This design comes from an exercise in tuning for small area, a short achievable clock period and few clock cycles on the open sky130 flow, not from production work.
At most, simulation tests tie the RTL to the original design; equivalence was not proved.
Power is estimated from default activity; no workload was simulated.

## run A
Design voxel_file_stream_parser, start of the top module:
module voxel_file_stream_parser (
  input  logic               clk,
  input  logic               rst,
  input  logic               data_valid,
  output logic               data_stall,
  input  logic [7:0]         data_byte,
  input  logic               start_of_file,
  output logic               event_valid,
  input  logic               event_stall,
  output logic [2:0]         event_kind,
  output logic [7:0]         voxel_x,
  output logic [7:0]         voxel_y,
  output logic [7:0]         voxel_z,
  output logic [7:0]         material,
  output logic signed [31:0] size_x,
  output logic signed [31:0] size_y,
  output logic signed [31:0] size_z,
  output logic signed [31:0] file_version,
  output logic [15:0]        model_number,
  output logic               last_voxel
);
Size: about 830 cells after synthesis, roughly 180 flip-flops, roughly 200 I/O pins, roughly 8500 um2 of cells after synthesis.
clock: 5.0 ns
lec_check: 0
abc_clock_period_in_ps: 2200
cap_margin: 20
core_margin: 2
core_utilization: 40
setup_slack_margin: 2.6
slew_margin: 20
standard.sh (not shown) runs the stock make flow with config.mk's settings and CLKGATE_MAP_FILE= SYNTH_SCRIPT=/design/flow/synth_recipe.tcl, a recipe that flattens the netlist after the stock synthesis.
==> flow/flow/run.sh <==
#!/bin/bash
# Standard ORFS layout, with the port buffers made from the smallest buffer cell.
set -euo pipefail
export BUFFER_PORTS_ARGS="-buffer_cell sky130_fd_sc_hd__buf_1"
bash standard.sh finish > standard_make.log 2>&1
Here is what was changed in the inputs of run B compared with run A.
Settings: CTS_BUF_LIST newly set to sky130_fd_sc_hd__clkbuf_4 sky130_fd_sc_hd__clkbuf_8.
==> flow/flow/run.sh <==
#!/bin/bash
# Standard ORFS layout (the standard.sh), with two changes: the port
# buffers are the smallest buffer cell, and clock tree synthesis adds no
# dummy loads at the clock tree leaves.
set -euo pipefail
export BUFFER_PORTS_ARGS="-buffer_cell sky130_fd_sc_hd__buf_1"
export CTS_ARGS="-sink_clustering_enable -repair_clock_nets -dont_use_dummy_load -buf_list {sky130_fd_sc_hd__clkbuf_4 sky130_fd_sc_hd__clkbuf_8}"
bash standard.sh finish > standard_make.log 2>&1
## What came out
The global-route wire length before repair reported for run B is smaller than that of run A by 0.79%.
Comparing run A with run B, the global-route usage over all layers came out essentially unchanged.
From run A to run B, cell area after synthesis did not move at all.
Run B vs run A: combinational share of power up
Wire length grows slightly when moving from run A to run B.
The overall via count from detail_route on run B is in line with that on run A.
Final critical-path required period ends up higher on run A.
Per the comparison of run B with run A, number of CTS-inserted buffers has remained practically unchanged, worst setup slack after layout has increased, total power consumption of the routed design has decreased.
Function was not checked in any run of this note: the RTL went through the layout flow alone.

## job 6140
voxel_file_stream_parser, a different RTL version from the one above (not shown whole).
For scale: about 760 cells after synthesis, ~180 flip-flops.
Design voxel_file_stream_parser, start of the top module:
module voxel_file_stream_parser (
  input  logic               clk,
  input  logic               rst,
  input  logic               data_valid,
  output logic               data_stall,
  input  logic [7:0]         data_byte,
  input  logic               start_of_file,
  output logic               event_valid,
  input  logic               event_stall,
  output logic [2:0]         event_kind,
  output logic [7:0]         voxel_x,
  output logic [7:0]         voxel_y,
  output logic [7:0]         voxel_z,
  output logic [7:0]         material,
  output logic signed [31:0] size_x,
  output logic signed [31:0] size_y,
  output logic signed [31:0] size_z,
  output logic signed [31:0] file_version,
  output logic [15:0]        model_number,
  output logic               last_voxel
);
export LEC_CHECK = 0
export ABC_CLOCK_PERIOD_IN_PS = 2200
export CAP_MARGIN = 20
export CORE_MARGIN = 2
export CORE_UTILIZATION = 45
export CTS_BUF_LIST = sky130_fd_sc_hd__clkbuf_4 sky130_fd_sc_hd__clkbuf_8
export SETUP_SLACK_MARGIN = 2.6
export SLEW_MARGIN = 20
create_clock -name core_clock -period 5.0 [get_ports {clk}]
==> flow/flow/run.sh <==
#!/bin/bash
# The standard layout (standard.sh: ORFS synthesis to finish), with the
# following changes passed to ORFS through its environment:
#  - the port buffers ORFS inserts on every input and output are the
#    smallest buffer cell (buf_1) rather than the cell ORFS picks;
#  - clock tree synthesis adds no dummy loads at the clock tree leaves and
#    builds the tree from clkbuf_4 and clkbuf_8 (the same list as
#    CTS_BUF_LIST in config.mk, which CTS_ARGS overrides).
# make's full output goes to standard_make.log here; ORFS keeps each step's
# log under orfs/logs.
set -euo pipefail
export BUFFER_PORTS_ARGS="-buffer_cell sky130_fd_sc_hd__buf_1"
export CTS_ARGS="-sink_clustering_enable -repair_clock_nets -dont_use_dummy_load -buf_list {sky130_fd_sc_hd__clkbuf_4 sky130_fd_sc_hd__clkbuf_8}"
bash standard.sh finish > standard_make.log 2>&1
Testbench counts of job 6140, summed over its fixed seeds: cycles 16,095.
Inputs modified between job 6140 and job 2375:
- a change of SETUP_SLACK_MARGIN from 2.6 to 2.7
- a change of CORE_UTILIZATION from 45 to 40
==> flow/flow/run.sh <==
#!/bin/bash
# Standard ORFS layout (the standard.sh), with two changes: the port
# buffers are the smallest buffer cell, and clock tree synthesis adds no
# dummy loads at the clock tree leaves.
set -euo pipefail
export BUFFER_PORTS_ARGS="-buffer_cell sky130_fd_sc_hd__buf_1"
export CTS_ARGS="-sink_clustering_enable -repair_clock_nets -dont_use_dummy_load -buf_list {sky130_fd_sc_hd__clkbuf_4 sky130_fd_sc_hd__clkbuf_8}"
bash standard.sh finish > standard_make.log 2>&1
Findings:
- Taking job 6140 as the reference, in job 2375 layout overhead on the synthesized area grew by 12 points; worst hold slack held steady; slack of the critical path shrank by 0.021 ns.
- On cell count, the higher figure sits with job 2375, not job 6140.
- Compared with job 6140, in job 2375 worst clock skew on the final layout higher; deepest level of the CTS H-tree barely changed; count of cells along the worst register-to-register path increased 5; time the worst path needs with I/O delays and setup rose 0.021 ns.
For job 5190, these inputs were changed with respect to job 2375:
- changing SETUP_SLACK_MARGIN from 2.7 to 2.6
- changing CORE_UTILIZATION from 40 to 50
[summary]
Job 5190 reached the end of the flow, and the finished layout is clean on the timing, DRC and antenna checks.
The worst setup path startpoint comes out u_core.nsel_va$_DFF_P_ in one run and u_core.nsel_o$_DFF_P_ in the other, namely in job 2375 and job 5190 respectively.
Summary of job 5190 over job 2375: synthesis-to-finish area growth lost 12 points, final cell count lost about 8%, starting density of the core picked up an extra 11 points, latest clock arrival within the worst-skew pair lost 0.02 ns, core utilization picked up an extra 7.5 points.
Against job 2375, total power in job 5190 fell slightly.
Job 5190 against job 2375: worst setup slack shows an increase of 0.018 ns; fraction of final layout cells with drive strength greater than 1 shows a reduction of 16 points.
Input-level comparison between job 1059 and job 5190:
- SETUP_SLACK_MARGIN now 2.5, was 2.6
- CORE_UTILIZATION now 40, was 50
==> comparison <==
Job 1059 ends up with a remaining max-slew budget at the tightest pin that is 11 points lower than in job 5190. Changes observed in job 1059 relative to job 5190: final worst slack fell by 0.099 ns, area overhead of the layout relative to synthesis now sits lower, total of plain and repair buffers excluding clock buffers -about 4%, detailed placement HPWL neither gained nor lost much, number of placement rows moved up. Looking at job 1059 and job 5190, the overall power after layout is a wash.
Setup changes, job 1059 to job 7899
- changing SETUP_SLACK_MARGIN from 2.5 to 2.6
- changing CORE_UTILIZATION from 40 to 45
### Flow results
Largest incremental delay on the critical path: job 7899 < job 1059. Top achievable clock speed delta (job 7899 − job 1059): favourable. Job 7899 has worst hold slack above what job 1059 had. On relative area change from synthesis to final layout: job 7899 sits above job 1059. Run comparison: job 1059 master of the slowest instance on the critical path o311ai_0; job 7899 master of the slowest instance on the critical path dfxtp_4. Compared job 7899 vs job 1059, and static leakage power is up in job 7899. Job 7899 ended with less total wire length than job 1059. | number of buffers other than clock buffers in the final layout | higher: job 7899 |.

-- separate check: timing with driven ports --
No port has a modelled driver above. Below, the same layouts with a new extraction and two added sets of constraints. Step 1 (the two cells are an assumption about what drives the block):
set clk [get_ports {clk}]
set_driving_cell -lib_cell sky130_fd_sc_hd__clkbuf_16 $clk
set_driving_cell -lib_cell sky130_fd_sc_hd__buf_2 [delete_from_list [all_inputs] $clk]
Step 2 moves the port delays by t, midway between the first and last clock arrival at a register: inputs arrive t later, outputs are due t later. That takes back most of the time a late clock gives input paths. a / b / c = ideal / step 1 / step 2; a / b = the first two.
run	t (ns)	setup slack, ns	worst hold slack (ns)	worst setup path at the end	pins driven straight from the clock port
run A	0.465	2.499 / 2.497 / 2.032	0.438 / 0.438 / 0.438	input to register	1
run B	0.476	2.522 / 2.517 / 2.041	0.446 / 0.446 / 0.446	input to register	1
job 6140	0.479	2.626 / 2.585 / 2.186	0.432 / 0.432 / 0.432	input to register	1
job 2375	0.491	2.605 / 2.562 / 2.251	0.432 / 0.432 / 0.432	input to register	1
job 5190	0.475	2.623 / 2.586 / 2.248	0.441 / 0.441 / 0.441	input to register	1
job 1059	0.489	2.524 / 2.531 / 2.050	0.427 / 0.427 / 0.427	input to register	1
job 7899	0.479	2.626 / 2.585 / 2.186	0.432 / 0.432 / 0.432	input to register	1
After both steps every run listed still meets setup and hold. The setup slack of run B, which loses most, moves by -0.005 ns with the drivers and by -0.481 ns with both steps.
